Context: an optimization exercise on an open-source flow, tuned for small area, a short achievable clock period and few clock cycles. The choices shown serve that exercise and are no tape-out recipe. No run shown here included a check of the RTL's function; only the layout flow was run. Power figures rest on the tool's default switching activity, not on a simulated workload.

--- design/flow/design.v ---
`timescale 1ns/1ps
module rvCoreTop (
    input  logic        clk,
    input  logic        reset,
    output logic [31:0] paddr,
    output logic        psel,
    output logic        penable,
    output logic        pwrite,
    output logic [31:0] pwdata,
    output logic [3:0]  pstrb,
    input  logic [31:0] prdata,
    input  logic        pready
);
    localparam logic [6:0] OP_LUI    = 7'b0110111;
    localparam logic [6:0] OP_IMM    = 7'b0010011;
    localparam logic [6:0] OP_REG    = 7'b0110011;
    localparam logic [6:0] OP_LOAD   = 7'b0000011;
    localparam logic [6:0] OP_STORE  = 7'b0100011;
    localparam logic [6:0] OP_BRANCH = 7'b1100011;
    logic        pselQ, penQ, busData, kill;
    logic [31:2] paddrQ;
    logic        pwriteQ;
    logic [3:0]  pstrbQ;
    logic [31:2] fpc;
    logic        irAhead;
    logic        irV;
    logic [31:0] ir;
    logic xR2;      
    logic xAlu;     
    logic xLd;      
    logic xSt;      
    logic xLwait;   
    logic xLw;      
    logic [31:0] opA, opB;
    logic [4:0]  xRd, xRs2;
    logic [6:0]  xImmHi;
    logic [2:0]  xF3;
    logic [4:0]  xSel;     
    logic        xInv, xBrF;
    logic [1:0]  xAhead;   
    logic [1:0]  xOff;
    logic [31:1] rSelQ;    
    logic        resetQ;   
    logic [31:0] regs [1:31];
    assign paddr   = {paddrQ, 2'b00};
    assign psel    = pselQ;
    assign penable = penQ;
    assign pwrite  = pwriteQ;
    assign pwdata  = opB;   
    assign pstrb   = pstrbQ;
    logic busFree, xferDone, landing, dataDone, fetchSetup;
    assign xferDone   = pselQ & penQ & pready;
    assign busFree    = ~pselQ | xferDone;
    assign landing    = xferDone & ~busData & ~kill;
    assign dataDone   = xferDone & busData;
    assign fetchSetup = pselQ & ~penQ & ~busData;
    logic [6:0] op;
    logic isLui, isOpi, isOp, isLd, isSt, isBr;
    logic [31:0] immI, immS, immU;
    assign op    = ir[6:0];
    assign isLui = op == OP_LUI;
    assign isOpi = op == OP_IMM;
    assign isOp  = op == OP_REG;
    assign isLd  = op == OP_LOAD;
    assign isSt  = op == OP_STORE;
    assign isBr  = op == OP_BRANCH;
    assign immI  = {{20{ir[31]}}, ir[31:20]};
    assign immS  = {{20{ir[31]}}, ir[31:25], ir[11:7]};
    assign immU  = {ir[31:12], 12'b0};
    logic [31:0] rData;
    always_comb begin
        rData = 32'd0;
        for (int r = 1; r < 32; r++) rData = rData | (regs[r] & {32{rSelQ[r]}});
    end
    logic [31:0] sum, aluOut;
    logic        lt, eq, taken;
    logic [31:0] pg [0:5];
    logic [31:0] pp [0:5];
    always_comb begin
        pg[0] = opA & opB;
        pp[0] = opA ^ opB;
        pg[0][0] = pg[0][0] | (pp[0][0] & xInv);
        for (int l = 0; l < 5; l++) begin
            for (int i = 0; i < 32; i++) begin
                if (((i >> l) & 1) == 1) begin
                    pg[l+1][i] = pg[l][i] | (pp[l][i] & pg[l][((i >> l) << l) - 1]);
                    pp[l+1][i] = pp[l][i] & pp[l][((i >> l) << l) - 1];
                end else begin
                    pg[l+1][i] = pg[l][i];
                    pp[l+1][i] = pp[l][i];
                end
            end
        end
        sum[0] = pp[0][0] ^ xInv;
        for (int i = 1; i < 32; i++) sum[i] = pp[0][i] ^ pg[5][i-1];
    end
    assign lt  = (opA[31] == opB[31]) ? opA[31] : sum[31];
    assign eq  = opA == rData;
    logic [31:0] cl [0:5];
    logic [31:0] ce [0:5];
    logic        brLt;
    always_comb begin
        cl[0] = ~opA & rData;
        ce[0] = ~(opA ^ rData);
        cl[0][31] = opA[31] & ~rData[31];
        for (int l = 0; l < 5; l++) begin
            for (int i = 0; i < 32; i++) begin
                if ((i % (2 << l)) == 0) begin
                    cl[l+1][i] = cl[l][i + (1 << l)] | (ce[l][i + (1 << l)] & cl[l][i]);
                    ce[l+1][i] = ce[l][i + (1 << l)] & ce[l][i];
                end else begin
                    cl[l+1][i] = 1'b0;
                    ce[l+1][i] = 1'b0;
                end
            end
        end
        brLt = cl[5][0];
    end
    always_comb begin
        aluOut = ({32{xSel[0]}} & sum) | {31'd0, xSel[1] & lt} | ({32{xSel[2]}} & (opA ^ opB)) |
                 ({32{xSel[3]}} & (opA | opB)) | ({32{xSel[4]}} & (opA & opB));
    end
    always_comb begin
        case ({xF3[2], xF3[0]})
            2'b00:   taken = eq;
            2'b01:   taken = ~eq;
            2'b10:   taken = brLt;
            default: taken = ~brLt;
        endcase
    end
    logic        redirect, redirQ;
    logic [11:0] brOff, adjQ;
    logic [31:2] target;
    assign redirect = redirQ;
    assign brOff  = {xImmHi[6], xImmHi[6], xRd[0], xImmHi[5:0], xRd[4:2]} - {10'd0, xAhead} - 12'd1;
    assign target = fpc + {{18{adjQ[11]}}, adjQ};
    logic [1:0] stOff;
    assign stOff = opA[1:0] + opB[1:0];
    logic [31:0] lane, ldVal;
    assign lane = opB >> {xOff, 3'b000};
    always_comb begin
        case (xF3[1:0])
            2'b00:   ldVal = {{24{lane[7] & ~xF3[2]}}, lane[7:0]};
            2'b01:   ldVal = {{16{lane[15] & ~xF3[2]}}, lane[15:0]};
            default: ldVal = lane;
        endcase
    end
    logic s1, s1Go, dataReq, dataGo, fetchGo, fetchOk, irVNext;
    logic xR2N, xAluN, xLdN, xStN, xLwaitN, xLwN;
    assign s1      = irV & ~(xR2 | xLd | xSt | xLwait) & ~(pselQ & busData & pwriteQ);
    assign s1Go    = s1 & ~redirect;
    assign dataReq = (xLd | xSt) & ~redirect;
    assign dataGo  = busFree & dataReq;
    assign xR2N    = s1Go & (isOp | isBr);
    assign xAluN   = (s1Go & (isLui | isOpi)) | (xR2 & ~xBrF & ~redirect);
    assign xLdN    = (s1Go & isLd) | (xLd & ~busFree & ~redirect);
    assign xStN    = (s1Go & isSt) | (xSt & ~busFree & ~redirect);
    assign xLwaitN = (xLd & busFree & ~redirect) | (xLwait & ~dataDone);
    assign xLwN    = xLwait & dataDone;
    assign irVNext = (landing & ~redirect) | (irV & ~s1 & ~redirect);
    assign fetchOk = ~(s1 & (isLd | isSt) & landing);
    assign fetchGo = busFree & ~dataReq & fetchOk & ~(xR2 & xBrF);
    always_ff @(posedge clk) begin
        if (reset) begin
            pselQ   <= 1'b0;
            penQ    <= 1'b0;
            busData <= 1'b0;
            kill    <= 1'b0;
            redirQ  <= 1'b0;
            fpc     <= '0;
            irV     <= 1'b0;
            xR2     <= 1'b0;
            xAlu    <= 1'b0;
            xLd     <= 1'b0;
            xSt     <= 1'b0;
            xLwait  <= 1'b0;
            xLw     <= 1'b0;
        end else begin
            if (busFree) begin
                pselQ   <= dataGo | fetchGo;
                penQ    <= 1'b0;
                busData <= dataGo;
            end else if (~penQ) begin
                penQ <= 1'b1;
            end
            kill <= pselQ & ~busData & ~xferDone & (kill | redirect);
            redirQ <= xR2 & xBrF & taken & ~redirect;
            if (redirect) fpc <= target;
            else if (fetchSetup) fpc <= paddrQ + 30'd1;
            irV    <= irVNext;
            xR2    <= xR2N;
            xAlu   <= xAluN;
            xLd    <= xLdN;
            xSt    <= xStN;
            xLwait <= xLwaitN;
            xLw    <= xLwN;
        end
    end
    always_ff @(posedge clk) begin
        adjQ <= brOff - {11'd0, fetchSetup};
        if (landing) irAhead <= 1'b0;
        else if (fetchSetup) irAhead <= 1'b1;
        xAhead <= (s1 ? {1'b0, irAhead} : xAhead) + {1'b0, fetchSetup};
    end
    always_ff @(posedge clk) begin
        if (dataGo | fetchGo) begin
            paddrQ  <= dataReq ? sum[31:2] : redirect ? target : fpc;
            pwriteQ <= dataReq & xSt;
            pstrbQ  <= (dataReq & xSt) ?
                       4'((xF3[1] ? 4'b1111 : xF3[0] ? 4'b0011 : 4'b0001) << stOff) : 4'b0000;
        end
    end
    always_ff @(posedge clk) begin
        if (landing) ir <= prdata;
    end
    logic [4:0] rIdxN;
    logic       rs2Next;
    assign rs2Next = (s1 & (isOp | isBr | isSt)) | xSt;
    assign rIdxN = rs2Next ? (s1 ? ir[24:20] : xRs2) : ir[19:15];
    always_ff @(posedge clk) begin
        for (int r = 1; r < 32; r++)
            rSelQ[r] <= (landing & ~rs2Next) ? (prdata[19:15] == 5'(r)) : (rIdxN == 5'(r));
    end
    logic xLoad;
    assign xLoad = ~(xR2 | xLd | xSt | xLwait);
    logic bypass, bypassQ;
    logic [4:0] xRdN, irRs1N;
    assign xRdN   = xLoad ? ir[11:7] : xRd;
    assign irRs1N = landing ? prdata[19:15] : ir[19:15];
    always_ff @(posedge clk) bypassQ <= (xRdN != 5'd0) && (xRdN == irRs1N);
    assign bypass = (xAlu | xLw) & bypassQ;
    logic [31:0] opBNext;
    logic        opBEn;
    assign opBNext = xR2 ? rData ^ {32{xInv}} :
                     xSt ? rData << {stOff, 3'b000} :
                     xLwait ? prdata :
                     isSt ? immS : isLui ? immU : immI ^ {32{isOpi & (ir[14:12] == 3'b010)}};
    assign opBEn = xR2 | s1 | (xSt & busFree) | (xLwait & dataDone);
    always_ff @(posedge clk) begin
        if (xLoad) begin
            opA    <= (isLui | bypass) ? (isLui ? 32'd0 : wData) : rData;
            xRd    <= ir[11:7];
            xRs2   <= ir[24:20];
            xImmHi <= ir[31:25];
            xF3    <= isLui ? 3'b000 : ir[14:12];
            xInv   <= (isOp & (ir[14:12] == 3'b000) & ir[30]) |
                      ((isOp | isOpi) & (ir[14:12] == 3'b010));
            xBrF   <= isBr;
        end
        if (reset) xSel <= 5'b00000;
        else if (s1)
            xSel <= {5{isLui | isOpi | isOp}} & (isLui ? 5'b00001 :
                    (ir[14:12] == 3'b010) ? 5'b00010 : (ir[14:12] == 3'b100) ? 5'b00100 :
                    (ir[14:12] == 3'b110) ? 5'b01000 : (ir[14:12] == 3'b111) ? 5'b10000 : 5'b00001);
        if (opBEn) opB <= opBNext;
        if (xLd & busFree) xOff <= sum[1:0];
    end
    logic        wEn;
    logic [31:0] wData, wDataG;
    assign wEn    = ((xAlu & ~redirect) | xLw) & (xRd != 5'd0);
    assign wData  = aluOut | ({32{xLw}} & ldVal);
    assign wDataG = wData;
    always_ff @(posedge clk) begin
        resetQ <= reset;
        for (int r = 1; r < 32; r++) begin
            if (resetQ | (wEn & (xRd == 5'(r)))) regs[r] <= wDataG;
        end
    end
endmodule
--- design/flow/flow/run.sh ---
#!/bin/bash
set -euo pipefail
bash standard.sh SETUP_SLACK_MARGIN=6.2 \
    'BUFFER_PORTS_ARGS=-buffer_cell sky130_fd_sc_hd__buf_2' finish > flow_standard.log 2>&1
--- design/flow/standard.sh ---
#!/bin/bash
# synth_recipe.tcl (not shown) runs the flow's synth.tcl, then flattens the netlist and writes it again
# the make line also repeats each setting of config.mk as NAME=value (left out here)
make -C /OpenROAD-flow-scripts/flow DESIGN_CONFIG=/design/flow/config.mk WORK_HOME=/design/flow/orfs CLKGATE_MAP_FILE= SYNTH_SCRIPT=/design/flow/synth_recipe.tcl "${@:-finish}"
--- design/flow/config.mk ---
export PLATFORM = sky130hd
export DESIGN_NAME = rvCoreTop
export DESIGN_NICKNAME = rvCoreTop
export VERILOG_FILES = /design/flow/design.v
export SDC_FILE = /design/flow/constraint.sdc
export NUM_CORES = 4
export LEC_CHECK = 0
export CAP_MARGIN = 20
export CORE_MARGIN = 2
export CORE_UTILIZATION = 55
export CTS_CLUSTER_DIAMETER = 100
export CTS_CLUSTER_SIZE = 25
export PLACE_DENSITY = 0.75
export SLEW_MARGIN = 20
--- design/flow/constraint.sdc ---
create_clock -name core_clock -period 10.0 [get_ports {clk}]
set_input_delay 2.0000 -clock core_clock [delete_from_list [all_inputs] [get_ports {clk}]]
set_output_delay 2.0000 -clock core_clock [all_outputs]
set_load 0.01 [all_outputs]
==> notes.md, run 1 <==
* Cell Count, Final, Fillers Out at between 5,000 and 6,000
* CP top delay family: simple AND/OR/NAND/NOR gates
* Crit path max fanout at 32
* Post-DP HPWL at roughly 95,000 microns
* Post-synth top area cell: edfxtp_1
* Seq/Total Area, Yosys at 0.6862
* EDFF count, synth at 1,142
* Count leader, synth: edfxtp_1
* Outcome: timing/DRC/antenna clean
* Ranking of synthesized cells by area: edfxtp_1 65%, a22oi_1 4.8%, dfxtp_1 3.8%
* Routability cong. at between 0.9 and 1
* Share of cells above drive strength 1 at 0.1411
* Avg Inst Size Synth at around 14 sq um
* Max stage delay on crit path at between 0.6 and 0.7 ns
* Htree depth at 2
* Element type at the critical path end: register
* Final period utilization at 0.3948
* Clk sinks at about 1,200
* YS warnings at 6
* Number of I/O pins at 106
* Die footprint at 98,660 sq um
* Worst-path clk slew at roughly 0.11 ns
* Critical Path AT at 4.58 ns
* Post-layout min period at between 3 and 4 ns
* Row Count at 113
* Via count at about 38,000
* Stages on worst setup path at 15
* Most common library cells after synthesis: 1,142 x edfxtp_1, 337 x a22oi_1, 255 x nand2_1
* Synth Register Bits at around 1,200
* Final Routed Wirelength at 183,300 microns
* Hold Fails Final Rpt at 0
* Iter 0 DRT Violations at approximately 7,500
* VDD IR-drop max at around 170 uV
* Cts hold-fix bufs at 0
* Placed Cells at 5,025
* Critical Path Most Common Cell: nand3_1
* 1st-pass router iterations at 9
* Capture point of the worst reg-to-reg path: redirQ
* Reg2reg start: rSelQ[5]
* Vias in the first global route at 34,770
* Distinct cells, synth at 81
* Die Y at 314.1 microns
* Buffer and inverter count on the worst path at 1
* Fmax at approximately 250 MHz
* Worst reg2reg path depth at 15
* Reg2Reg Setup Slack at between 6 and 7 ns
* Initial Util at 0.5558
* CP Class: register to register
* Largest net degree at the start of global routing at 68
* CP Launch Point: rSelQ[5]
* Leakage at between 0.02 and 0.025 uW
* Clock latency (worst-skew pair) at 0.71 ns
* Antenna cells at 0
* Final antenna-violating net count at 0
* Rel. slew slack at 0.2596
* Slowest cell on crit path: or4_4
* CTS Root Cell: clkbuf_16
* Final setup fails at 0
* Area grow syn2layout at 11.19%
* Num CTS Buffers at 56
* CORE AREA at around 95,000 sq um
* First-pass GRT wire length at ~250,000 microns
* Crit path to: redirQ
* WL/cell at 35.22 microns
* RSZ-0062 raised after global routing: yes
* Primary FF master, synth: edfxtp_1
* Remaining DRCs at 0
* Worst Tran Pin Value at 1.106 ns
* Critical Path RT at around 11 ns
* Clk buf depth at 3
* Hold Crit Class: register to register
* Ys async rst share at 0
* Crit-path cells: buf_6 > a222oi_1 > nand3_1 > or4_4 > ha_1 > a21oi_1 > nor2b_1 > o21ai_0 > nand2b_1 > a21oi_1 > o21ai_0 > nand4_1 > nand3_1 > or4_1 > nand3_1
* Mapped Area at 52,890 sq um
* Vias/cell at 7.218
* Setup Skew at between 0.05 and 0.06 ns
* Setup TNS Final at 0 ns
* Initial antenna violation count at 10
* Total global routing overflow at 0
* Slew Viols, Final at 0
* Tot GR Track Use at 0.3603
* Post-Synthesis Cells at 3,801
* CTS tree: built
* Nets at just over 4,000
* Startpoint Class: register
* Die Wd at between 300 and 400 microns
* Number of port buffers at between 100 and 150
* Final Power at 9809 uW
* Pwr per Cell Area at 166.8 nW/um^2
* Maxcap violations at 0
* Top cell type's share of synthesized area at 0.6484
[worst reg2reg max path, cell delays in order, from the launching register on]
cell and delay [ns]:
dfxtp_2 0.34, buf_6 0.28, a222oi_1 0.54, nand3_1 0.19
or4_4 0.69, ha_1 0.37, a21oi_1 0.15, nor2b_1 0.06
o21ai_0 0.18, nand2b_1 0.08, a21oi_1 0.14, o21ai_0 0.14
nand4_1 0.12, nand3_1 0.11, or4_1 0.42, nand3_1 0.10
[placed cells by master, fill, tap and decap left out, types with 103 or more instances in the layout]
master    instances
edfxtp_1       1142
nand2_1         252
nor2_1          180
a21oi_1         139
nand3_1         165
buf_4           111
buf_2           103
ha_1            128
a22oi_1         335
inv_1           112
[cell type report]
class,instances,area (sq um)
Sequential cell,1242,36370
Fill cell,6913,36340
Multi-Input combinational cell,2216,16250
Timing Repair Buffer,274,2499
Tap cell,1265,1583
Clock buffer,84,1538
Inverter,115,435.4
Clock inverter,7,121.4
Timing Repair inverter,2,15.01
[through the flow]
stage / utilization / instance area (sq um) / hold slack, ns / worst slack, ns
floorplan: - / 52970 / 0.4402 / 5.762
global placement: 0.5798 / 55170 / 0.4495 / 5.068
detailed placement: 0.5799 / 55180 / 0.4648 / 5.002
CTS: 0.6119 / 58220 / 0.4869 / 6.133
global route: 0.6180 / 58810 / 0.5147 / 6.005
finish: 0.6180 / 58810 / 0.4829 / 6.052
[power by group]
part	internal (uW)	switching, uW	leakage [uW]	total, uW
Sequential	5950	120	0.0126	6070
Combinational	345	692	0.00824	1040
Clock	1110	1600	0.000795	2700
[sequential cells by signal, indices dropped and copies added (netlist names), 7 cells and up]
name	count
regs	992
opA	32
ir	32
xImmHi	7
opB	32
adjQ	12
paddrQ	30
fpc	30
rSelQ	31
[repair_timing]
item,CTS,global route
gates cloned,15,8
setup endpoints to repair,747,348
pin swaps,26,28
setup buffers,37,27
gates resized for setup,161,41
[worst min path at each step]
| stage | startpoint | end | cells past startpoint |
|---|---|---|---|
| 2_1_floorplan | irAhead | irAhead | 2 |
| 3_3_place_gp | irAhead | irAhead | 2 |
| 3_5_place_dp | irAhead | irAhead | 2 |
| 4_1_cts | xAhead[1] | xAhead[1] | 2 |
| 5_1_grt | xImmHi[6] | adjQ[10] | 1 |
| 6_report | xAhead[1] | xAhead[1] | 2 |
[cells by family after synthesis]
logic type,count (synthesis),synth area share
AOI/OAI and AO/OA,1030,0.1422
xor gates and xnor gates,120,0.01987
buffers and inverters,355,0.02555
and+or+nand+nor,835,0.07509
adders and majority gates,140,0.03426
other,1,0.00007090
muxes,78,0.01670
DFF,1242,0.6862
[per-layer routing]
metal,track usage,wire [microns],vias up
met1,0.4791,60960,18190
met5,0,129,-
met3,0.08841,29820,776
met2,0.5444,79190,3483
li1,-,-,15100
met4,0.2073,13210,18
==> run 2, diff against run 1 <==
--- a/design/flow/design.v
+++ b/design/flow/design.v
@@ -27,4 +27,5 @@
     logic [31:0] ir;
     logic xR2;      
+    logic xBr;      
     logic xAlu;     
     logic xLd;      
@@ -95,13 +96,11 @@
         for (int i = 1; i < 32; i++) sum[i] = pp[0][i] ^ pg[5][i-1];
     end
-    assign lt  = (opA[31] == opB[31]) ? opA[31] : sum[31];
-    assign eq  = opA == rData;
+    assign eq  = opA == opB;
     logic [31:0] cl [0:5];
     logic [31:0] ce [0:5];
-    logic        brLt;
-    always_comb begin
-        cl[0] = ~opA & rData;
-        ce[0] = ~(opA ^ rData);
-        cl[0][31] = opA[31] & ~rData[31];
+    always_comb begin
+        cl[0] = ~opA & opB;
+        ce[0] = ~(opA ^ opB);
+        cl[0][31] = opA[31] & ~opB[31];
         for (int l = 0; l < 5; l++) begin
             for (int i = 0; i < 32; i++) begin
@@ -115,5 +114,5 @@
             end
         end
-        brLt = cl[5][0];
+        lt = cl[5][0];
     end
     always_comb begin
@@ -125,6 +124,6 @@
             2'b00:   taken = eq;
             2'b01:   taken = ~eq;
-            2'b10:   taken = brLt;
-            default: taken = ~brLt;
+            2'b10:   taken = lt;
+            default: taken = ~lt;
         endcase
     end
@@ -147,5 +146,5 @@
     end
     logic s1, s1Go, dataReq, dataGo, fetchGo, fetchOk, irVNext;
-    logic xR2N, xAluN, xLdN, xStN, xLwaitN, xLwN;
+    logic xR2N, xAluN, xBrN, xLdN, xStN, xLwaitN, xLwN;
     assign s1      = irV & ~(xR2 | xLd | xSt | xLwait) & ~(pselQ & busData & pwriteQ);
     assign s1Go    = s1 & ~redirect;
@@ -155,4 +154,5 @@
     assign xAluN   = (s1Go & (isLui | isOpi)) | (xR2 & ~xBrF & ~redirect);
     assign xLdN    = (s1Go & isLd) | (xLd & ~busFree & ~redirect);
+    assign xBrN    = xR2 & xBrF & ~redirect;
     assign xStN    = (s1Go & isSt) | (xSt & ~busFree & ~redirect);
     assign xLwaitN = (xLd & busFree & ~redirect) | (xLwait & ~dataDone);
@@ -160,5 +160,5 @@
     assign irVNext = (landing & ~redirect) | (irV & ~s1 & ~redirect);
     assign fetchOk = ~(s1 & (isLd | isSt) & landing);
-    assign fetchGo = busFree & ~dataReq & fetchOk & ~(xR2 & xBrF);
+    assign fetchGo = busFree & ~dataReq & fetchOk & ~xBr;
     always_ff @(posedge clk) begin
         if (reset) begin
@@ -171,4 +171,5 @@
             irV     <= 1'b0;
             xR2     <= 1'b0;
+            xBr     <= 1'b0;
             xAlu    <= 1'b0;
             xLd     <= 1'b0;
@@ -185,9 +186,10 @@
             end
             kill <= pselQ & ~busData & ~xferDone & (kill | redirect);
-            redirQ <= xR2 & xBrF & taken & ~redirect;
+            redirQ <= xBr & taken;
             if (redirect) fpc <= target;
             else if (fetchSetup) fpc <= paddrQ + 30'd1;
             irV    <= irVNext;
             xR2    <= xR2N;
+            xBr    <= xBrN;
             xAlu   <= xAluN;
             xLd    <= xLdN;
@@ -235,5 +237,5 @@
                      xSt ? rData << {stOff, 3'b000} :
                      xLwait ? prdata :
-                     isSt ? immS : isLui ? immU : immI ^ {32{isOpi & (ir[14:12] == 3'b010)}};
+                     isSt ? immS : isLui ? immU : immI;
     assign opBEn = xR2 | s1 | (xSt & busFree) | (xLwait & dataDone);
     always_ff @(posedge clk) begin
@@ -244,6 +246,5 @@
             xImmHi <= ir[31:25];
             xF3    <= isLui ? 3'b000 : ir[14:12];
-            xInv   <= (isOp & (ir[14:12] == 3'b000) & ir[30]) |
-                      ((isOp | isOpi) & (ir[14:12] == 3'b010));
+            xInv   <= isOp & (ir[14:12] == 3'b000) & ir[30];
             xBrF   <= isBr;
         end
--- a/design/flow/config.mk
+++ b/design/flow/config.mk
@@ -8,7 +8,7 @@
 export CAP_MARGIN = 20
 export CORE_MARGIN = 2
-export CORE_UTILIZATION = 55
+export CORE_UTILIZATION = 40
 export CTS_CLUSTER_DIAMETER = 100
 export CTS_CLUSTER_SIZE = 25
-export PLACE_DENSITY = 0.75
+export PLACE_DENSITY = 0.6
 export SLEW_MARGIN = 20
==> notes.md, run 2 <==
* Outcome: timing/DRC/antenna clean (unchanged)
* EDFF count, synth at 1,142 (unchanged)
* Leakage at 0.02099 uW (was 0.02162 uW)
* Number of I/O pins at 106 (unchanged)
* Clk buf depth at 3 (unchanged)
* YS warnings at 6 (unchanged)
* Area taken by multi-input logic gates at 16,030 sq um (was 16,250 sq um)
* Post-synthesis mux area share at 0.01437 (was 0.01670)
* Largest net degree at the start of global routing at 70 (was 68)
* Maxcap violations at 0 (unchanged)
* Worst Tran Pin Value at 1.001 ns (was 1.106 ns)
* Die Y at 368.1 microns (was 314.1 microns)
* Worst Hold Depth at 2 (unchanged)
* Critical Path AT at 4.25 ns (was 4.58 ns)
* Critical Path RT at 10.46 ns (was 10.63 ns)
* Post-Synthesis Cells at 3,851 (was 3,801)
* Seq/Total Area, Yosys at 0.6849 (was 0.6862)
* CTS tree: built (unchanged)
* First-pass GRT wire length at 258,900 microns (was 250,900 microns)
* Largest reg by FF count: regs (unchanged)
* RSZ-0062 raised after global routing: yes (unchanged)
* VDD IR-drop max at 132.6 uV (was 166.0 uV)
* Post-layout min period at 3.795 ns (was 3.948 ns)
* Avg Inst Size Synth at 13.77 sq um (was 13.91 sq um)
* 1st-pass router iterations at 6 (was 9)
* Crit path max fanout at 32 (unchanged)
* CP Class: register to register (unchanged)
* Pwr per Cell Area at 167.1 nW/um^2 (was 166.8 nW/um^2)
* Setup TNS Final at 0 ns (unchanged)
* Final Power at 9766 uW (was 9809 uW)
* Clk sinks at 1,243 (was 1,242)
* Via count at 36,120 (was 37,570)
* Setup WS post-layout at 6.205 ns (was 6.052 ns)
* Mapped Area at 53,020 sq um (was 52,890 sq um)
* Dpl ws at 5.233 ns (was 5.002 ns)
* CORE AREA at 131,500 sq um (was 95,150 sq um)
* Top cell type's share of synthesized area at 0.6468 (was 0.6484)
* Initial antenna violation count at 4 (was 10)
* Remaining DRCs at 0 (unchanged)
* Nets at 4,093 (was 4,082)
* Post-DP HPWL at 100,800 microns (was 94,760 microns)
* Final antenna-violating net count at 0 (unchanged)
* Tot GR Track Use at 0.2675 (was 0.3603)
* Hold Fails Final Rpt at 0 (unchanged)
* Total global routing overflow at 0 (unchanged)
* Vias in the first global route at 33,480 (was 34,770)
* Synth Register Bits at 1,243 (was 1,242)
* Num CTS Buffers at 57 (was 56)
* Layout fillers at 11,770 (was 6,913)
* WL/cell at 32.80 microns (was 35.22 microns)
* Die footprint at 135,500 sq um (was 98,660 sq um)
* Synth Area in Adders at 0.03417 (was 0.03426)
* Area grow syn2layout at 10.23% (was 11.19%)
* Count leader, synth: edfxtp_1 (unchanged)
* Startpoint Class: register (unchanged)
* Final setup fails at 0 (unchanged)
* Ranking of synthesized cells by area: edfxtp_1 65%, a22oi_1 4.8%, dfxtp_1 3.8% (unchanged)
* Die Wd at 368.1 microns (was 314.1 microns)
* Final period utilization at 0.3795 (was 0.3948)
* Routability cong. at 0.9170 (was 0.9096)
* Iter 0 DRT Violations at 5,684 (was 7,450)
* Xor-xnor portion of the synthesized cell area at 0.01850 (was 0.01987)
* Highest-count cells in the layout ignoring fill and taps: 1,142 x edfxtp_1, 341 x a22oi_1, 251 x nand2_1 (was 1,142 x edfxtp_1, 335 x a22oi_1, 252 x nand2_1)
* Number of port buffers at 103 (unchanged)
* Ys async rst share at 0 (unchanged)
* Worst reg2reg path depth at 14 (was 15)
* Element type at the critical path end: register (unchanged)
* Most common library cells after synthesis: 1,142 x edfxtp_1, 342 x a22oi_1, 254 x nand2_1 (was 1,142 x edfxtp_1, 337 x a22oi_1, 255 x nand2_1)
* Final Routed Wirelength at 187,100 microns (was 183,300 microns)
* Vias/cell at 6.332 (was 7.218)
* Slew Viols, Final at 0 (unchanged)
* Main combinational cell family by area after synthesis: compound AO/OA/AOI/OAI gates (unchanged)
* Row Count at 133 (was 113)
* Worst-path clk slew at 0.11 ns (about the same)
* Distinct cells, synth at 86 (was 81)
* Post-synth top area cell: edfxtp_1 (unchanged)
* Fmax at 263.5 MHz (was 253.3 MHz)
* Htree depth at 2 (unchanged)
* Hold Crit Class: register to register (unchanged)
* Compound-Gate Fraction of Synth Area at 0.1477 (was 0.1422)
* FF+latch area at 36,360 sq um (was 36,370 sq um)
* Setup Skew at 0.04183 ns (was 0.05025 ns)
* Max FFs per register at 992 (unchanged)
* Synth Area in Simple Gates at 0.07460 (was 0.07509)
* CTS Root Cell: clkbuf_16 (unchanged)
* Initial Util at 0.4033 (was 0.5558)
* Post-route cell area at 58,440 sq um (was 58,810 sq um)
* Most common cell after layout, fill and taps aside: edfxtp_1 (unchanged)
* Rel. slew slack at 0.3324 (was 0.2596)
* Placement Cell Area at 56,020 sq um (was 55,180 sq um)
* Clock latency (worst-skew pair) at 0.74 ns (was 0.71 ns)
* Primary FF master, synth: edfxtp_1 (unchanged)
* Share of cells above drive strength 1 at 0.1178 (was 0.1411)
-- run 2: cell count changes in the layout (fill, tap and decap cells not counted), sizes merged, moves of 13 or more --
cell    change
a21oi      +41
nand3      -32
o21ai      +32
buf        -31
a221o      -18
xor2       -17
o221ai     -13
-- run 2: kinds of logic after synthesis --
logic type	count (synthesis)
AO/OA/AOI/OAI	1098
XOR/XNOR	112
adder cells (fa/ha/maj)	140
buffers and inverters	352
flip-flops	1243
multiplexers	75
other	1
AND/OR/NAND/NOR	830
-- run 2: worst paths after layout --
kind,to,start,slack (ns)
worst max-delay path,opA[17],xInv,6.21
worst min-delay path,irAhead,irAhead,0.48
worst max register to register,opA[17],xInv,6.21
worst min register to register,irAhead,irAhead,0.48
-- run 2: layer usage --
| metal | vias up | global-route usage | routed length (microns) |
|---|---|---|---|
| met5 | - | 0 | 13 |
| met4 | 2 | 0.1019 | 7961 |
| met3 | 356 | 0.04895 | 20230 |
| met2 | 2293 | 0.4268 | 86300 |
| met1 | 18320 | 0.3637 | 72610 |
| li1 | 15150 | - | - |
-- run 2: per-stage QoR --
step                utilization  hold slack (ns)  instances
detailed placement       0.4261           0.4639       5575
finish                   0.4446           0.4849       5704
CTS                      0.4424           0.4871       5692
global placement         0.4258           0.4518       5572
global route             0.4446           0.5114       5703
floorplan                     -           0.4402       3852
-- run 2: area by class of cell --
cell class,instances,share of cell area
sequential,1243,0.6221
multi-input combinational,2262,0.2742
tap,1755,0.03757
timing repair buffer,234,0.02935
clock buffer,78,0.02629
inverter,117,0.007707
clock inverter,11,0.002291
timing repair inverter,3,0.0003853
antenna,1,0.00004282
-- run 2: repair_timing --
item,in CTS,in global routing
setup buffers,20,7
hold endpoints to repair,0,0
resized for setup,46,25
hold buffers,0,0
setup endpoints to repair,594,439
pin swaps,13,14
cloned,8,2
-- run 2: critical path, stage by stage (launching register included) --
cell and delay, ns:
edfxtp_1 0.45, buf_12 0.15, fa_2 0.32, inv_2 0.06
fa_2 0.23, nor2b_2 0.06, o31a_1 0.29, o21ai_4 0.26
a21oi_1 0.14, or2_1 0.29, fa_1 0.38, xor2_1 0.20
a221o_4 0.52, nand2_1 0.10, a21oi_1 0.06
-- run 2: report_power, final --
part | switching (uW) | internal, uW | leakage, uW
clock network | 1660 | 1100 | 0.000803
logic | 658 | 286 | 0.00759
registers | 112 | 5960 | 0.0126
total | 2430 | 7340 | 0.0210
==> run 3, diff against run 2 <==
==> design/flow/flow/run.sh (replaced) <==
#!/bin/bash
set -euo pipefail
bash standard.sh SETUP_SLACK_MARGIN=6.75 \
    'BUFFER_PORTS_ARGS=-buffer_cell sky130_fd_sc_hd__buf_2' finish > flow_standard.log 2>&1
--- a/design/flow/config.mk
+++ b/design/flow/config.mk
@@ -10,5 +10,5 @@
 export CORE_UTILIZATION = 40
 export CTS_CLUSTER_DIAMETER = 100
-export CTS_CLUSTER_SIZE = 25
+export CTS_CLUSTER_SIZE = 28
 export PLACE_DENSITY = 0.6
 export SLEW_MARGIN = 20
==> notes.md, run 3 <==
* Outcome: timing/DRC/antenna clean (unchanged)
* Final Routed Wirelength at 207,400 microns (was 187,100 microns)
* CTS tree: built (unchanged)
* Setup TNS Final at 0 ns (unchanged)
* Grt met3 use at 0.07363 (was 0.04895)
* Routability cong. at 0.8912 (was 0.9170)
* Busiest grt layer: met2 (unchanged)
* Placement Cell Area at 56,110 sq um (was 56,020 sq um)
* Worst Tran Pin Value at 1.186 ns (was 1.001 ns)
* NetSw at 2590 uW (was 2425 uW)
* Die Y at 368.1 microns (unchanged)
* Maxcap violations at 0 (unchanged)
* Crit path max fanout at 32 (unchanged)
* YS warnings at 6 (unchanged)
* Ys async rst share at 0 (unchanged)
* Synth Area in Adders at 0.03417 (unchanged)
* Layout fillers at 11,340 (was 11,770)
* Hold Fails Final Rpt at 0 (unchanged)
* Htree depth at 2 (unchanged)
* CP Class: register to register (unchanged)
* 1st-pass router iterations at 9 (was 6)
* Post-route cell area at 62,690 sq um (was 58,440 sq um)
* Top cell type's share of synthesized area at 0.6468 (unchanged)
* Fmax at 261.6 MHz (was 263.5 MHz)
* Distinct cells, synth at 86 (unchanged)
* First-pass GRT wire length at 281,000 microns (was 258,900 microns)
* Post-synthesis mux area share at 0.01437 (unchanged)
* Hold Crit Class: register to register (unchanged)
* Remaining DRCs at 0 (unchanged)
* Layout Utilization at 0.4769 (was 0.4446)
* Element type at the critical path end: register (unchanged)
* Primary FF master, synth: edfxtp_1 (unchanged)
* Combinational Power Share at 0.126 (was 0.097)
* Worst-path clk slew at 0.11 ns (about the same)
* Setup Skew at 0.02809 ns (was 0.04183 ns)
* Critical Path AT at 4.30 ns (was 4.25 ns)
* Clock network power share at 0.269 (was 0.282)
* Clock latency (worst-skew pair) at 0.73 ns (was 0.74 ns)
* Die footprint at 135,500 sq um (unchanged)
* Clk buf depth at 3 (unchanged)
* GRT met1 Usage at 0.3822 (was 0.3637)
* WL/cell at 34.92 microns (was 32.80 microns)
* Iter 0 DRT Violations at 6,188 (was 5,684)
* Post-synth top area cell: edfxtp_1 (unchanged)
* Crit-path cells: buf_12 > fa_2 > inv_2 > fa_2 > nor2b_2 > o31a_1 > o21ai_4 > buf_12 > a21boi_4 > o41a_1 > o41ai_2 > xor2_1 > o211ai_1 > clkbuf_8 > o21a_1 (was buf_12 > fa_2 > inv_2 > fa_2 > nor2b_2 > o31a_1 > o21ai_4 > a21oi_1 > or2_1 > fa_1 > xor2_1 > a221o_4 > nand2_1 > a21oi_1)
* Synth Area in Simple Gates at 0.07460 (unchanged)
* Final antenna-violating net count at 0 (unchanged)
* Vias in the first global route at 35,560 (was 33,480)
* Max FFs per register at 992 (unchanged)
* Ranking of synthesized cells by area: edfxtp_1 65%, a22oi_1 4.8%, dfxtp_1 3.8% (unchanged)
* Slowest cell on crit path: edfxtp_1 (was a221o_4)
* Int Power at 7429 uW (was 7341 uW)
* Startpoint Class: register (unchanged)
* Most common cell after layout, fill and taps aside: edfxtp_1 (unchanged)
* Clk sinks at 1,243 (unchanged)
* Seq/Total Area, Yosys at 0.6849 (unchanged)
* Most common library cells after synthesis: 1,142 x edfxtp_1, 342 x a22oi_1, 254 x nand2_1 (unchanged)
* Number of I/O pins at 106 (unchanged)
* Final setup fails at 0 (unchanged)
* RSZ-0062 raised after global routing: yes (unchanged)
* Main combinational cell family by area after synthesis: compound AO/OA/AOI/OAI gates (unchanged)
* Avg Inst Size Synth at 13.77 sq um (unchanged)
* Reg2Reg Setup Slack at 6.18 ns (was 6.21 ns)
* Initial antenna violation count at 3 (was 4)
* Largest net degree at the start of global routing at 70 (unchanged)
* Synth Register Bits at 1,243 (unchanged)
* Xor-xnor portion of the synthesized cell area at 0.01850 (unchanged)
* Final period utilization at 0.3823 (was 0.3795)
* Rel. slew slack at 0.2009 (was 0.3324)
* EDFF count, synth at 1,142 (unchanged)
* Highest-count cells in the layout ignoring fill and taps: 1,142 x edfxtp_1, 334 x a22oi_1, 247 x nand2_1 (was 1,142 x edfxtp_1, 341 x a22oi_1, 251 x nand2_1)
* CORE AREA at 131,500 sq um (unchanged)
* Compound-Gate Fraction of Synth Area at 0.1477 (unchanged)
* Num CTS Buffers at 53 (was 57)
* Total global routing overflow at 0 (unchanged)
* Nets at 4,326 (was 4,093)
* CTS Root Cell: clkbuf_16 (unchanged)
* Share of cells above drive strength 1 at 0.2052 (was 0.1178)
* Tot GR Track Use at 0.2942 (was 0.2675)
* Max stage delay on crit path at 0.45 ns (was 0.52 ns)
* Pwr per Cell Area at 159.8 nW/um^2 (was 167.1 nW/um^2)
* Area grow syn2layout at 18.24% (was 10.23%)
* Buffer and inverter count on the worst path at 4 (was 2)
* Switch share at 0.2585 (was 0.2483)
* Mapped Area at 53,020 sq um (unchanged)
* Vias/cell at 6.463 (was 6.332)
* Count leader, synth: edfxtp_1 (unchanged)
* Critical Path RT at 10.47 ns (was 10.46 ns)
* Post-layout min period at 3.823 ns (was 3.795 ns)
* Die Wd at 368.1 microns (unchanged)
* Initial Util at 0.4033 (unchanged)
* Slew Viols, Final at 0 (unchanged)
* Largest reg by FF count: regs (unchanged)
* CP top delay family: compound AO/OA/AOI/OAI gates (unchanged)
* VDD IR-drop max at 135.2 uV (was 132.6 uV)
* Global Route met2 Usage at 0.4601 (was 0.4268)
* Number of port buffers at 103 (unchanged)
* Post-Synthesis Cells at 3,851 (unchanged)
* Leakage at 0.02264 uW (was 0.02099 uW)
* Via count at 38,380 (was 36,120)
* Post-DP HPWL at 103,200 microns (was 100,800 microns)
* Sequential Power Share at 0.605 (was 0.622)
* Row Count at 133 (unchanged)
-- run 3: changes by cell type in the layout (fill, tap and decap cells not counted), sizes merged --
| cell | before | now |
|---|---|---|
| buf | 233 | 431 |
| a221o | 21 | 40 |
| clkbuf | 78 | 85 |
| clkinv | 7 | 2 |
| inv | 117 | 122 |
| nand2 | 255 | 258 |
| o2111ai | 9 | 12 |
| clkinvlp | 7 | 9 |
| a21oi | 186 | 187 |
| o31ai | 5 | 6 |
-- run 3: power groups by stage --
stage          registers (uW)  logic (uW)  clock network [uW]
2_1_floorplan            6160         539                   0
3_3_place_gp             6180         891                   0
3_5_place_dp             6190         903                   0
4_1_cts                  6060        1140                2700
5_1_grt                  6090        1320                2870
6_report                 6060        1260                2690
-- run 3: worst paths after layout --
| path | cells after the start | to | startpoint |
|---|---|---|---|
| max | 15 | opA[28] | xInv |
| min | 1 | redirQ | xBr |
| max reg2reg | 15 | opA[28] | xInv |
| min reg2reg | 1 | redirQ | xBr |
-- run 3: cell type report --
| type | count | area (sq um) | area share |
|---|---|---|---|
| Tap cell | 1755 | 2196 | 0.03503 |
| Clock buffer | 75 | 1409 | 0.02247 |
| Multi-Input combinational cell | 2289 | 17630 | 0.2812 |
| Sequential cell | 1243 | 36370 | 0.5802 |
| Clock inverter | 11 | 162.7 | 0.002595 |
| Timing Repair Buffer | 442 | 4422 | 0.07053 |
| Inverter | 117 | 459.2 | 0.007325 |
| Timing Repair inverter | 5 | 37.54 | 0.0005988 |
| Antenna cell | 1 | 2.502 | 0.00003992 |
-- run 3: kinds of logic (layout without fill, tap and decap cells) --
family / Yosys count / in the layout
other cells: 1 / 3
flops: 1243 / 1243
buf+inv: 352 / 650
mux: 75 / 75
xor+xnor: 112 / 112
compound gates: 1098 / 1126
fa+ha+maj: 140 / 140
simple gates: 830 / 834
-- run 3: what timing repair did --
item                                    in CTS  in global routing
buffers inserted                           180                 42
cloned                                      45                 10
endpoints found under the setup margin    1331               1394
gates resized for setup                    334                160
hold buffers                                 0                  0
pin swaps                                   80                 91
-- run 3: stage by stage --
step	hold slack [ns]	worst slack [ns]	instances	total power [uW]
after floorplan	0.4402	5.760	3852	6698
after global routing	0.5010	6.099	5937	10270
final	0.4770	6.177	5938	10020
after global placement	0.4523	5.318	5570	7070
after CTS	0.4800	6.222	5884	9897
after detailed placement	0.4634	5.267	5573	7092
-- run 3: layer usage --
layer / up-vias / routed length [microns]
li1: 15750 / -
met1: 19320 / 74580
met2: 2717 / 92880
met3: 578 / 27490
met4: 8 / 12270
met5: - / 158
==> run 4, diff against run 3 <==
==> design/flow/flow/run.sh (replaced) <==
#!/bin/bash
set -euo pipefail
bash standard.sh SETUP_SLACK_MARGIN=6.45 \
    'BUFFER_PORTS_ARGS=-buffer_cell sky130_fd_sc_hd__buf_2' finish > flow_standard.log 2>&1
==> notes.md, run 4 <==
* Share of cells above drive strength 1 at 0.1436 (was 0.2052)
* Max FFs per register at 992 (unchanged)
* Placed Cells at 5,577 (was 5,573)
* Pwr per Cell Area at 164.6 nW/um^2 (was 159.8 nW/um^2)
* Die Y at 368.1 microns (unchanged)
* Element type at the critical path end: register (unchanged)
* RSZ-0062 raised after global routing: yes (unchanged)
* EDFF count, synth at 1,142 (unchanged)
* CP Class: register to register (unchanged)
* Crit path max fanout at 16 (was 32)
* Clock latency (worst-skew pair) at 0.73 ns (about the same)
* Seq/Total Area, Yosys at 0.6849 (unchanged)
* Vias in the first global route at 34,050 (was 35,560)
* Synth Area in Adders at 0.03417 (unchanged)
* Dpl ws at 5.255 ns (was 5.267 ns)
* Highest-count cells in the layout ignoring fill and taps: 1,142 x edfxtp_1, 340 x a22oi_1, 251 x nand2_1 (was 1,142 x edfxtp_1, 334 x a22oi_1, 247 x nand2_1)
* Post-layout min period at 3.827 ns (was 3.823 ns)
* Ys async rst share at 0 (unchanged)
* Number of I/O pins at 106 (unchanged)
* Cts hold-fix bufs at 0 (unchanged)
* Placement Cell Area at 56,060 sq um (was 56,110 sq um)
* Iter 0 DRT Violations at 5,646 (was 6,188)
* Synth Area in Simple Gates at 0.07460 (unchanged)
* CORE AREA at 131,500 sq um (unchanged)
* Outcome: timing/DRC/antenna clean (unchanged)
* Post-Synthesis Cells at 3,851 (unchanged)
* Xor-xnor portion of the synthesized cell area at 0.01850 (unchanged)
* Clk buf depth at 3 (unchanged)
* Final Routed Wirelength at 193,900 microns (was 207,400 microns)
* Hold Crit Class: register to register (unchanged)
* Primary FF master, synth: edfxtp_1 (unchanged)
* First-pass GRT wire length at 263,000 microns (was 281,000 microns)
* Critical Path AT at 4.30 ns (about the same)
* Final Power at 9782 uW (was 10,020 uW)
* Final period utilization at 0.3827 (was 0.3823)
* Post-DP HPWL at 105,900 microns (was 103,200 microns)
* Most common library cells after synthesis: 1,142 x edfxtp_1, 342 x a22oi_1, 254 x nand2_1 (unchanged)
* Mapped Area at 53,020 sq um (unchanged)
* CTS Root Cell: clkbuf_16 (unchanged)
* Top cell type's share of synthesized area at 0.6468 (unchanged)
* Avg Inst Size Synth at 13.77 sq um (unchanged)
* Die Wd at 368.1 microns (unchanged)
* CP Launch Point: xInv (unchanged)
* Die footprint at 135,500 sq um (unchanged)
* Critical Path RT at 10.47 ns (about the same)
* Initial Util at 0.4033 (unchanged)
* Row Count at 133 (unchanged)
* Post-route cell area at 59,440 sq um (was 62,690 sq um)
* Total global routing overflow at 0 (unchanged)
* Compound-Gate Fraction of Synth Area at 0.1477 (unchanged)
* Leakage at 0.02138 uW (was 0.02264 uW)
* Largest net degree at the start of global routing at 70 (unchanged)
* Htree depth at 2 (unchanged)
* Most common cell after layout, fill and taps aside: edfxtp_1 (unchanged)
* Setup WS post-layout at 6.173 ns (was 6.177 ns)
* Setup Skew at 0.02660 ns (was 0.02809 ns)
* Vias/cell at 6.381 (was 6.463)
* Cell Count, Final, Fillers Out at 5,761 (was 5,938)
* Final antenna-violating net count at 0 (unchanged)
* Number of port buffers at 103 (unchanged)
* Fmax at 261.3 MHz (was 261.6 MHz)
* Num CTS Buffers at 53 (unchanged)
* Final setup fails at 0 (unchanged)
* 1st-pass router iterations at 7 (was 9)
* WL/cell at 33.66 microns (was 34.92 microns)
* Count leader, synth: edfxtp_1 (unchanged)
* CTS tree: built (unchanged)
* Rel. slew slack at 0.1218 (was 0.2009)
* Via count at 36,760 (was 38,380)
* Largest reg by FF count: regs (unchanged)
* Synth Register Bits at 1,243 (unchanged)
* Startpoint Class: register (unchanged)
* Hold Fails Final Rpt at 0 (unchanged)
* VDD IR-drop max at 159.3 uV (was 135.2 uV)
* Worst Tran Pin Value at 1.304 ns (was 1.186 ns)
* Main combinational cell family by area after synthesis: compound AO/OA/AOI/OAI gates (unchanged)
* Maxcap violations at 0 (unchanged)
* Slew Viols, Final at 0 (unchanged)
* Distinct cells, synth at 86 (unchanged)
* Routability cong. at 0.9092 (was 0.8912)
* Clk sinks at 1,243 (unchanged)
* Ranking of synthesized cells by area: edfxtp_1 65%, a22oi_1 4.8%, dfxtp_1 3.8% (unchanged)
* Worst-path clk slew at 0.11 ns (about the same)
* Setup TNS Final at 0 ns (unchanged)
* Post-synthesis mux area share at 0.01437 (unchanged)
* Worst Hold Launch: xBr (unchanged)
* Nets at 4,153 (was 4,326)
* Post-synth top area cell: edfxtp_1 (unchanged)
* YS warnings at 6 (unchanged)
* Reg2reg start: xInv (unchanged)
* Remaining DRCs at 0 (unchanged)
* Tot GR Track Use at 0.2727 (was 0.2942)
* Initial antenna violation count at 5 (was 3)
* Area grow syn2layout at 12.11% (was 18.24%)
-- run 4: cell counts after synthesis --
No cell type changed its count.
-- run 4: power by group --
part	switching (uW)	internal [uW]
combinational	696	327
clock	1670	1020
sequential	114	5960
total	2480	7300
-- run 4: area by class of cell --
| class | instances | area (sq um) |
|---|---|---|
| diodes | 2 | 5.005 |
| clock buffers | 68 | 1383 |
| clock inverters | 13 | 168.9 |
| fillers | 11730 | 72020 |
| inverters | 117 | 450.4 |
| multi-input cells | 2272 | 16530 |
| flip-flops and latches | 1243 | 36370 |
| well taps | 1755 | 2196 |
| repair buffers | 286 | 2296 |
| repair inverters | 5 | 37.54 |
-- run 4: worst max-delay path: stages (launching register included) --
cell and delay (ns):
edfxtp_1 0.46, buf_12 0.16, fa_2 0.33, inv_2 0.06, fa_2 0.22, nor2b_2 0.05
o31a_1 0.33, o21ai_4 0.30, a21boi_4 0.10, o41a_1 0.38, o41ai_2 0.26, xor2_1 0.27
o211ai_1 0.12, buf_4 0.19, buf_8 0.15, o21a_1 0.17
-- run 4: per-stage QoR --
| stage | hold WS (ns) | util |
|---|---|---|
| 6_report | 0.4907 | 0.4521 |
| 5_1_grt | 0.4955 | 0.4521 |
| 4_1_cts | 0.4893 | 0.4448 |
| 3_5_place_dp | 0.4719 | 0.4264 |
| 3_3_place_gp | 0.4498 | 0.4262 |
| 2_1_floorplan | 0.4402 | - |
-- run 4: final timing paths --
check / to / slack (ns) / cells past startpoint
max reg2reg: opA[28] / 6.17 / 15
min reg2reg: redirQ / 0.49 / 1
max: opA[28] / 6.17 / 15
min: redirQ / 0.49 / 1
-- run 4: routing by layer --
metal	GRT usage	vias up	routed length, microns	part of all wire
met1	0.3571	18730	71790	0.37
met3	0.04313	417	21720	0.11
met4	0.1168	2	9601	0.050
li1	-	15320	-	-
met2	0.4498	2292	90790	0.47
met5	0	-	11	0.000057
-- run 4: what timing repair did --
action | in CTS | in global routing
setup buffers | 47 | 29
endpoints found under the setup margin | 721 | 605
pin swaps | 18 | 25
resized for setup | 67 | 96
cloned | 10 | 14
-- run 4: cell families after synthesis --
group,count (synthesis)
DFF,1243
AOI/OAI and AO/OA,1098
and+or+nand+nor,830
buffers and inverters,352
adders and majority gates,140
xor gates and xnor gates,112
muxes,75
other,1
==> run 5, diff against run 4 <==
--- a/design/flow/design.v
+++ b/design/flow/design.v
@@ -147,5 +147,5 @@
     logic s1, s1Go, dataReq, dataGo, fetchGo, fetchOk, irVNext;
     logic xR2N, xAluN, xBrN, xLdN, xStN, xLwaitN, xLwN;
-    assign s1      = irV & ~(xR2 | xLd | xSt | xLwait) & ~(pselQ & busData & pwriteQ);
+    assign s1      = irV & ~(xR2 | xLd | xSt | xLwait | xLw) & ~(pselQ & busData & pwriteQ);
     assign s1Go    = s1 & ~redirect;
     assign dataReq = (xLd | xSt) & ~redirect;
@@ -231,5 +231,5 @@
     assign irRs1N = landing ? prdata[19:15] : ir[19:15];
     always_ff @(posedge clk) bypassQ <= (xRdN != 5'd0) && (xRdN == irRs1N);
-    assign bypass = (xAlu | xLw) & bypassQ;
+    assign bypass = xAlu & bypassQ;
     logic [31:0] opBNext;
     logic        opBEn;
@@ -241,5 +241,5 @@
     always_ff @(posedge clk) begin
         if (xLoad) begin
-            opA    <= (isLui | bypass) ? (isLui ? 32'd0 : wData) : rData;
+            opA    <= (isLui | bypass) ? (isLui ? 32'd0 : aluOut) : rData;
             xRd    <= ir[11:7];
             xRs2   <= ir[24:20];
==> design/flow/flow/run.sh (replaced) <==
#!/bin/bash
set -euo pipefail
bash standard.sh SETUP_SLACK_MARGIN=6.2 \
    'BUFFER_PORTS_ARGS=-buffer_cell sky130_fd_sc_hd__buf_2' finish > flow_standard.log 2>&1
--- a/design/flow/config.mk
+++ b/design/flow/config.mk
@@ -10,5 +10,5 @@
 export CORE_UTILIZATION = 40
 export CTS_CLUSTER_DIAMETER = 100
-export CTS_CLUSTER_SIZE = 28
+export CTS_CLUSTER_SIZE = 25
 export PLACE_DENSITY = 0.6
 export SLEW_MARGIN = 20
==> notes.md, run 5 <==
* Post-synth top area cell: edfxtp_1 (unchanged)
* Layout fillers at 11,750 (was 11,730)
* Remaining DRCs at 0 (unchanged)
* Initial antenna violation count at 1 (was 5)
* Share of cells above drive strength 1 at 0.1247 (was 0.1436)
* Cell Count, Final, Fillers Out at 5,700 (was 5,761)
* Clock latency (worst-skew pair) at 0.75 ns (was 0.73 ns)
* Ys async rst share at 0 (unchanged)
* Die Y at 366.9 microns (was 368.1 microns)
* Int Power at 7326 uW (was 7299 uW)
* Critical Path AT at 4.28 ns (was 4.30 ns)
* CP Class: register to register (unchanged)
* Most common cell after layout, fill and taps aside: edfxtp_1 (unchanged)
* Post-Synthesis Cells at 3,826 (was 3,851)
* Startpoint Class: register (unchanged)
* Layout Utilization at 0.4454 (was 0.4521)
* Leakage at 0.02083 uW (was 0.02138 uW)
* Crit path max fanout at 31 (was 16)
* Setup Skew at 0.05749 ns (was 0.02660 ns)
* CTS tree: built (unchanged)
* Final setup fails at 0 (unchanged)
* CORE AREA at 131,100 sq um (was 131,500 sq um)
* Primary FF master, synth: edfxtp_1 (unchanged)
* Die footprint at 134,600 sq um (was 135,500 sq um)
* Htree depth at 2 (unchanged)
* Placed Cells at 5,551 (was 5,577)
* Outcome: timing/DRC/antenna clean (unchanged)
* Top cell type's share of synthesized area at 0.6509 (was 0.6468)
* VDD IR-drop max at 150.0 uV (was 159.3 uV)
* Maxcap violations at 0 (unchanged)
* Post-route cell area at 58,410 sq um (was 59,440 sq um)
* Count leader, synth: edfxtp_1 (unchanged)
* Max FFs per register at 992 (unchanged)
* Hold Crit Class: register to register (unchanged)
* Pwr per Cell Area at 167.0 nW/um^2 (was 164.6 nW/um^2)
* WL/cell at 32.76 microns (was 33.66 microns)
* Nets at 4,091 (was 4,153)
* Most common library cells after synthesis: 1,142 x edfxtp_1, 347 x a22oi_1, 234 x nand2_1 (was 1,142 x edfxtp_1, 342 x a22oi_1, 254 x nand2_1)
* Via count at 36,090 (was 36,760)
* Worst Tran Pin Value at 1.328 ns (was 1.304 ns)
* EDFF count, synth at 1,142 (unchanged)
* Placement Cell Area at 55,590 sq um (was 56,060 sq um)
* Clk sinks at 1,243 (unchanged)
* Combinational Power Share at 0.097 (was 0.105)
* Largest reg by FF count: regs (unchanged)
* Tot GR Track Use at 0.2664 (was 0.2727)
* Iter 0 DRT Violations at 5,617 (was 5,646)
* Switch share at 0.2491 (was 0.2538)
* Setup TNS Final at 0 ns (unchanged)
* YS warnings at 6 (unchanged)
* Clk buf depth at 3 (unchanged)
* Largest net degree at the start of global routing at 70 (unchanged)
* Ranking of synthesized cells by area: edfxtp_1 65%, a22oi_1 4.9%, dfxtp_1 3.8% (was edfxtp_1 65%, a22oi_1 4.8%, dfxtp_1 3.8%)
* Number of I/O pins at 106 (unchanged)
* Number of port buffers at 103 (unchanged)
* Hold Fails Final Rpt at 0 (unchanged)
* Vias in the first global route at 33,530 (was 34,050)
* Die Wd at 366.9 microns (was 368.1 microns)
* RSZ-0062 raised after global routing: yes (unchanged)
* Num CTS Buffers at 57 (was 53)
* Final Routed Wirelength at 186,700 microns (was 193,900 microns)
* Row Count at 133 (unchanged)
* Area grow syn2layout at 10.86% (was 12.11%)
* Mapped Area at 52,690 sq um (was 53,020 sq um)
* NetSw at 2431 uW (was 2483 uW)
* 1st-pass router iterations at 8 (was 7)
* Cts hold-fix bufs at 0 (unchanged)
* Synth Register Bits at 1,243 (unchanged)
* First-pass GRT wire length at 257,700 microns (was 263,000 microns)
* Distinct cells, synth at 80 (was 86)
* Avg Inst Size Synth at 13.77 sq um (about the same)
* Post-layout min period at 3.775 ns (was 3.827 ns)
* Clock network power share at 0.281 (was 0.275)
* Highest-count cells in the layout ignoring fill and taps: 1,142 x edfxtp_1, 347 x a22oi_1, 219 x nand2_1 (was 1,142 x edfxtp_1, 340 x a22oi_1, 251 x nand2_1)
* Seq/Total Area, Yosys at 0.6893 (was 0.6849)
* Critical Path RT at 10.50 ns (was 10.47 ns)
* Sequential Power Share at 0.622 (was 0.621)
* Element type at the critical path end: register (unchanged)
* Vias/cell at 6.332 (was 6.381)
* Final period utilization at 0.3775 (was 0.3827)
* Fmax at 264.9 MHz (was 261.3 MHz)
* Initial Util at 0.4018 (was 0.4033)
* Post-DP HPWL at 101,500 microns (was 105,900 microns)
* Worst Hold Depth at 2 (was 1)
* Worst-path clk slew at 0.10 ns (was 0.11 ns)
* Slew Viols, Final at 0 (unchanged)
* Total global routing overflow at 0 (unchanged)
* Final antenna-violating net count at 0 (unchanged)
* Worst reg2reg path depth at 11 (was 15)
* Rel. slew slack at 0.1145 (was 0.1218)
* CTS Root Cell: clkbuf_16 (unchanged)
* Routability cong. at 0.9094 (was 0.9092)
## run 5: changes by cell type after synthesis, sizes merged, moves of 19 or more
cell and change:
buf -21, nand2 -20, nor3 -22, o21ai +33, xor2 -19
## run 5: cell type report
type / count / area [sq um] / share of cell area
Antenna cell: 1 / 2.502 / 0.00004284
Clock buffer: 75 / 1515 / 0.02594
Clock inverter: 12 / 128.9 / 0.002206
Inverter: 124 / 471.7 / 0.008076
Multi-Input combinational cell: 2252 / 16050 / 0.2748
Sequential cell: 1243 / 36360 / 0.6225
Tap cell: 1755 / 2196 / 0.03759
Timing Repair Buffer: 238 / 1685 / 0.02885
## run 5: worst max-delay path: stages (launching register included)
cell and delay [ns]:
edfxtp_1 0.74, inv_1 0.10, ha_1 0.42, or4_1 0.50, nor2_1 0.28, nand3_1 0.28
a211oi_1 0.31, a221oi_1 0.11, nand3_1 0.16, a21oi_1 0.16, o21ai_2 0.09, buf_4 0.34
## run 5: power groups by stage
stage	logic, uW	clock network [uW]	registers (uW)
2_1_floorplan	523	0	6150
3_3_place_gp	860	0	6170
3_5_place_dp	873	0	6190
4_1_cts	896	2750	6070
5_1_grt	1000	2920	6090
6_report	943	2750	6070
## run 5: cell families (layout without fill, tap and decap cells)
| family | count (synthesis) | count (layout) | synth area share |
|---|---|---|---|
| flip-flops | 1243 | 1243 | 0.6893 |
| AO/OA/AOI/OAI | 1125 | 1141 | 0.1481 |
| AND/OR/NAND/NOR | 792 | 793 | 0.07191 |
| buffers and inverters | 349 | 449 | 0.02536 |
| adder cells (fa/ha/maj) | 140 | 140 | 0.03439 |
| XOR/XNOR | 108 | 108 | 0.01795 |
| multiplexers | 68 | 68 | 0.01299 |
| other | 1 | 3 | 0.00007118 |
## run 5: final timing paths
path | start | to | slack [ns]
setup reg to reg | opB[24] | regs[23][0] | 6.22
hold / removal | irAhead | irAhead | 0.48
hold reg to reg | irAhead | irAhead | 0.48
setup / recovery | opB[24] | regs[23][0] | 6.22
## run 5: timing repair
| item | in CTS | in global routing |
|---|---|---|
| resized for setup | 64 | 43 |
| setup buffers | 16 | 26 |
| cloned | 5 | 13 |
| endpoints found under the setup margin | 831 | 758 |
| pin swaps | 17 | 20 |
## run 5: per-stage QoR
stage | power, uW | setup WS (ns) | hold slack, ns
2_1_floorplan | 6676 | 5.760 | 0.4402
3_3_place_gp | 7035 | 4.934 | 0.4592
3_5_place_dp | 7059 | 4.907 | 0.4618
4_1_cts | 9709 | 6.056 | 0.4853
5_1_grt | 10020 | 6.173 | 0.5059
6_report | 9757 | 6.225 | 0.4777
## run 5: metal layers
| layer | track usage | vias up | routed length, microns |
|---|---|---|---|
| met5 | 0 | - | 0 |
| met4 | 0.1094 | 0 | 8546 |
| met3 | 0.04210 | 370 | 20710 |
| met2 | 0.4307 | 2309 | 86490 |
| li1 | - | 15130 | - |
| met1 | 0.3581 | 18280 | 71000 |
==> run 6, diff against run 5 <==
--- a/design/flow/design.v
+++ b/design/flow/design.v
@@ -22,4 +22,5 @@
     logic        pwriteQ;
     logic [3:0]  pstrbQ;
+    logic [31:0] pwdataQ;
     logic [31:2] fpc;
     logic        irAhead;
@@ -48,5 +49,5 @@
     assign penable = penQ;
     assign pwrite  = pwriteQ;
-    assign pwdata  = opB;   
+    assign pwdata  = pwdataQ;
     assign pstrb   = pstrbQ;
     logic busFree, xferDone, landing, dataDone, fetchSetup;
@@ -147,5 +148,5 @@
     logic s1, s1Go, dataReq, dataGo, fetchGo, fetchOk, irVNext;
     logic xR2N, xAluN, xBrN, xLdN, xStN, xLwaitN, xLwN;
-    assign s1      = irV & ~(xR2 | xLd | xSt | xLwait | xLw) & ~(pselQ & busData & pwriteQ);
+    assign s1      = irV & ~(xR2 | xLd | xSt | xLwait) & ~(pselQ & ~penQ & busData & pwriteQ);
     assign s1Go    = s1 & ~redirect;
     assign dataReq = (xLd | xSt) & ~redirect;
@@ -206,4 +207,5 @@
     end
     always_ff @(posedge clk) begin
+        if (xSt & busFree) pwdataQ <= rData << {stOff, 3'b000};
         if (dataGo | fetchGo) begin
             paddrQ  <= dataReq ? sum[31:2] : redirect ? target : fpc;
@@ -231,15 +233,14 @@
     assign irRs1N = landing ? prdata[19:15] : ir[19:15];
     always_ff @(posedge clk) bypassQ <= (xRdN != 5'd0) && (xRdN == irRs1N);
-    assign bypass = xAlu & bypassQ;
+    assign bypass = (xAlu | xLw) & bypassQ;
     logic [31:0] opBNext;
     logic        opBEn;
     assign opBNext = xR2 ? rData ^ {32{xInv}} :
-                     xSt ? rData << {stOff, 3'b000} :
                      xLwait ? prdata :
                      isSt ? immS : isLui ? immU : immI;
-    assign opBEn = xR2 | s1 | (xSt & busFree) | (xLwait & dataDone);
+    assign opBEn = xR2 | s1 | (xLwait & dataDone);
     always_ff @(posedge clk) begin
         if (xLoad) begin
-            opA    <= (isLui | bypass) ? (isLui ? 32'd0 : aluOut) : rData;
+            opA    <= (isLui | bypass) ? (isLui ? 32'd0 : wData) : rData;
             xRd    <= ir[11:7];
             xRs2   <= ir[24:20];
==> design/flow/flow/run.sh (replaced) <==
#!/bin/bash
set -euo pipefail
bash standard.sh SETUP_SLACK_MARGIN=6.75 \
    'BUFFER_PORTS_ARGS=-buffer_cell sky130_fd_sc_hd__buf_2' finish > flow_standard.log 2>&1
--- a/design/flow/config.mk
+++ b/design/flow/config.mk
@@ -10,5 +10,5 @@
 export CORE_UTILIZATION = 40
 export CTS_CLUSTER_DIAMETER = 100
-export CTS_CLUSTER_SIZE = 25
+export CTS_CLUSTER_SIZE = 28
 export PLACE_DENSITY = 0.6
 export SLEW_MARGIN = 20
==> notes.md, run 6 <==
* EDFF count, synth at 1,174 (was 1,142)
* Highest-count cells in the layout ignoring fill and taps: 1,174 x edfxtp_1, 340 x a22oi_1, 221 x nand2_1 (was 1,142 x edfxtp_1, 347 x a22oi_1, 219 x nand2_1)
* Ys async rst share at 0 (unchanged)
* RSZ-0062 raised after global routing: yes (unchanged)
* Ranking of synthesized cells by area: edfxtp_1 66%, a22oi_1 4.8%, dfxtp_1 3.8% (was edfxtp_1 65%, a22oi_1 4.9%, dfxtp_1 3.8%)
* VDD IR-drop max at 152.4 uV (was 150.0 uV)
* Main combinational cell family by area after synthesis: compound AO/OA/AOI/OAI gates (unchanged)
* Post-synthesis mux area share at 0.01756 (was 0.01299)
* Nets at 4,247 (was 4,091)
* Remaining DRCs at 0 (unchanged)
* Synth Area in Simple Gates at 0.07550 (was 0.07191)
* Rel. slew slack at -0.005192 (was 0.1145)
* Vias in the first global route at 35,820 (was 33,530)
* Mapped Area at 53,800 sq um (was 52,690 sq um)
* Distinct cells, synth at 81 (was 80)
* Share of cells above drive strength 1 at 0.1796 (was 0.1247)
* Outcome: complete, but fails checks (was timing/DRC/antenna clean)
* Worst Tran Pin Value at 1.492 ns (was 1.328 ns)
* CP Class: register to register (unchanged)
* Clock latency (worst-skew pair) at 0.75 ns (about the same)
* Hold Crit Class: register to register (unchanged)
* Initial Util at 0.4031 (was 0.4018)
* Total global routing overflow at 0 (unchanged)
* Maxcap violations at 1 (was 0)
* Synth Area in Adders at 0.03368 (was 0.03439)
* Row Count at 134 (was 133)
* Compound-Gate Fraction of Synth Area at 0.1377 (was 0.1481)
* Max stage delay on crit path at 0.46 ns (was 0.74 ns)
* Pwr per Cell Area at 164.4 nW/um^2 (was 167.0 nW/um^2)
* Via count at 39,060 (was 36,090)
* Largest net degree at the start of global routing at 59 (was 70)
* Clk buf depth at 3 (unchanged)
* Final period utilization at 0.3779 (was 0.3775)
* Post-DP HPWL at 111,100 microns (was 101,500 microns)
* Setup Skew at 0.08110 ns (was 0.05749 ns)
* Initial antenna violation count at 8 (was 1)
* Final setup fails at 0 (unchanged)
* Final Routed Wirelength at 215,500 microns (was 186,700 microns)
* Layout fillers at 11,620 (was 11,750)
* Number of port buffers at 103 (unchanged)
* Layout check failures: max-capacitance violations, max-slew violations
* Area grow syn2layout at 16.45% (was 10.86%)
* 1st-pass router iterations at 7 (was 8)
* Die footprint at 137,400 sq um (was 134,600 sq um)
* Fmax at 264.6 MHz (was 264.9 MHz)
* Worst-path clk slew at 0.11 ns (was 0.10 ns)
* Slowest cell on crit path: edfxtp_1 (unchanged)
* Slew Viols, Final at 1 (was 0)
* Cell Count, Final, Fillers Out at 5,864 (was 5,700)
## run 6: cell count changes in the layout (fill, tap and decap cells not counted), moves of 13 or more
cell      before   now
mux2i_1       62    75
a21o_1        12    25
o21ai_0      159   106
a21oi_1      183   150
edfxtp_1    1142  1174
buf_6          3    58
buf_12         9    29
a211oi_1      32    19
xnor2_1       62    48
buf_4        121   160
a221o_2        1    14
or3_1         22     7
nand2_8        3    23
## run 6: report_power, final
| group | internal [uW] | switching [uW] |
|---|---|---|
| clock network | 1060 | 1710 |
| registers | 6110 | 116 |
| logic | 448 | 862 |
| total | 7610 | 2680 |
## run 6: cell type report
type / count / share of cell area
antenna: 4 / 0.0001598
sequential: 1275 / 0.5962
multi-input combinational: 2272 / 0.2846
inverter: 115 / 0.006970
clock inverter: 12 / 0.003275
timing repair buffer: 354 / 0.05117
clock buffer: 64 / 0.02233
tap: 1768 / 0.03531
## run 6: metal layers
layer / vias up / global-route usage / routed length, microns
met2: 3059 / 0.4588 / 94260
met1: 19910 / 0.4214 / 80860
met3: 516 / 0.06500 / 29670
met5: - / 0 / 27
li1: 15580 / - / -
met4: 4 / 0.1248 / 10660
## run 6: worst paths after layout
| check | end | startpoint | slack (ns) | depth (start not counted) |
|---|---|---|---|---|
| setup / recovery | opA[17] | xInv | 6.22 | 15 |
| hold / removal | irAhead | irAhead | 0.48 | 2 |
| setup reg to reg | opA[17] | xInv | 6.22 | 15 |
| hold reg to reg | irAhead | irAhead | 0.48 | 2 |
## run 6: through the flow
step           power [uW]  setup slack, ns
2_1_floorplan        6870            5.702
3_3_place_gp         7289            5.544
3_5_place_dp         7310            5.477
4_1_cts             10170            6.267
5_1_grt             10530            6.128
6_report            10300            6.221
## run 6: cells by family (layout without fill, tap and decap cells)
| kind of cell | Yosys count | count (layout) |
|---|---|---|
| AO/OA/AOI/OAI | 1036 | 1065 |
| XOR/XNOR | 116 | 116 |
| adder cells (fa/ha/maj) | 140 | 140 |
| buffers and inverters | 337 | 545 |
| flip-flops | 1275 | 1275 |
| multiplexers | 94 | 94 |
| other | 1 | 6 |
| AND/OR/NAND/NOR | 837 | 855 |
## run 6: what timing repair did
item / in CTS / in global routing
buffers inserted: 107 / 40
cloned: 48 / 11
hold buffers: 0 / 0
pin swaps: 72 / 69
endpoints found under the setup margin: 1157 / 1040
resized for setup: 268 / 117
## run 6: critical path, delay by kind of cell (launching register included)
family / cells / cell delay, ns
fa+ha+maj: 3 / 0.98
simple gates: 3 / 0.17
flops: 1 / 0.46
xor+xnor: 1 / 0.23
buf+inv: 3 / 0.42
compound gates: 5 / 1.23

-- what the ideal ports hide --
No port has a modelled driver above. Below, the same layouts with a new extraction and two added sets of constraints.
Step 1 assumes that a clkbuf_16 drives the clock port and a buf_2 every other input.
Step 2 also shifts input and output timing later by t, the mid clock arrival at the registers, as if the neighbouring blocks saw the same clock.
Slacks: ideal ports / drivers / drivers and shift; pairs: ideal ports / drivers.
run	shift t [ns]	setup slack, ns
run 1	0.761	6.052 / 6.052 / 5.691
run 2	0.800	6.205 / 6.205 / 5.860
run 3	0.796	6.177 / 6.177 / 6.169
run 4	0.792	6.173 / 6.173 / 5.982
run 5	0.804	6.225 / 6.190 / 5.839
run 6	0.793	6.221 / 6.221 / 6.123
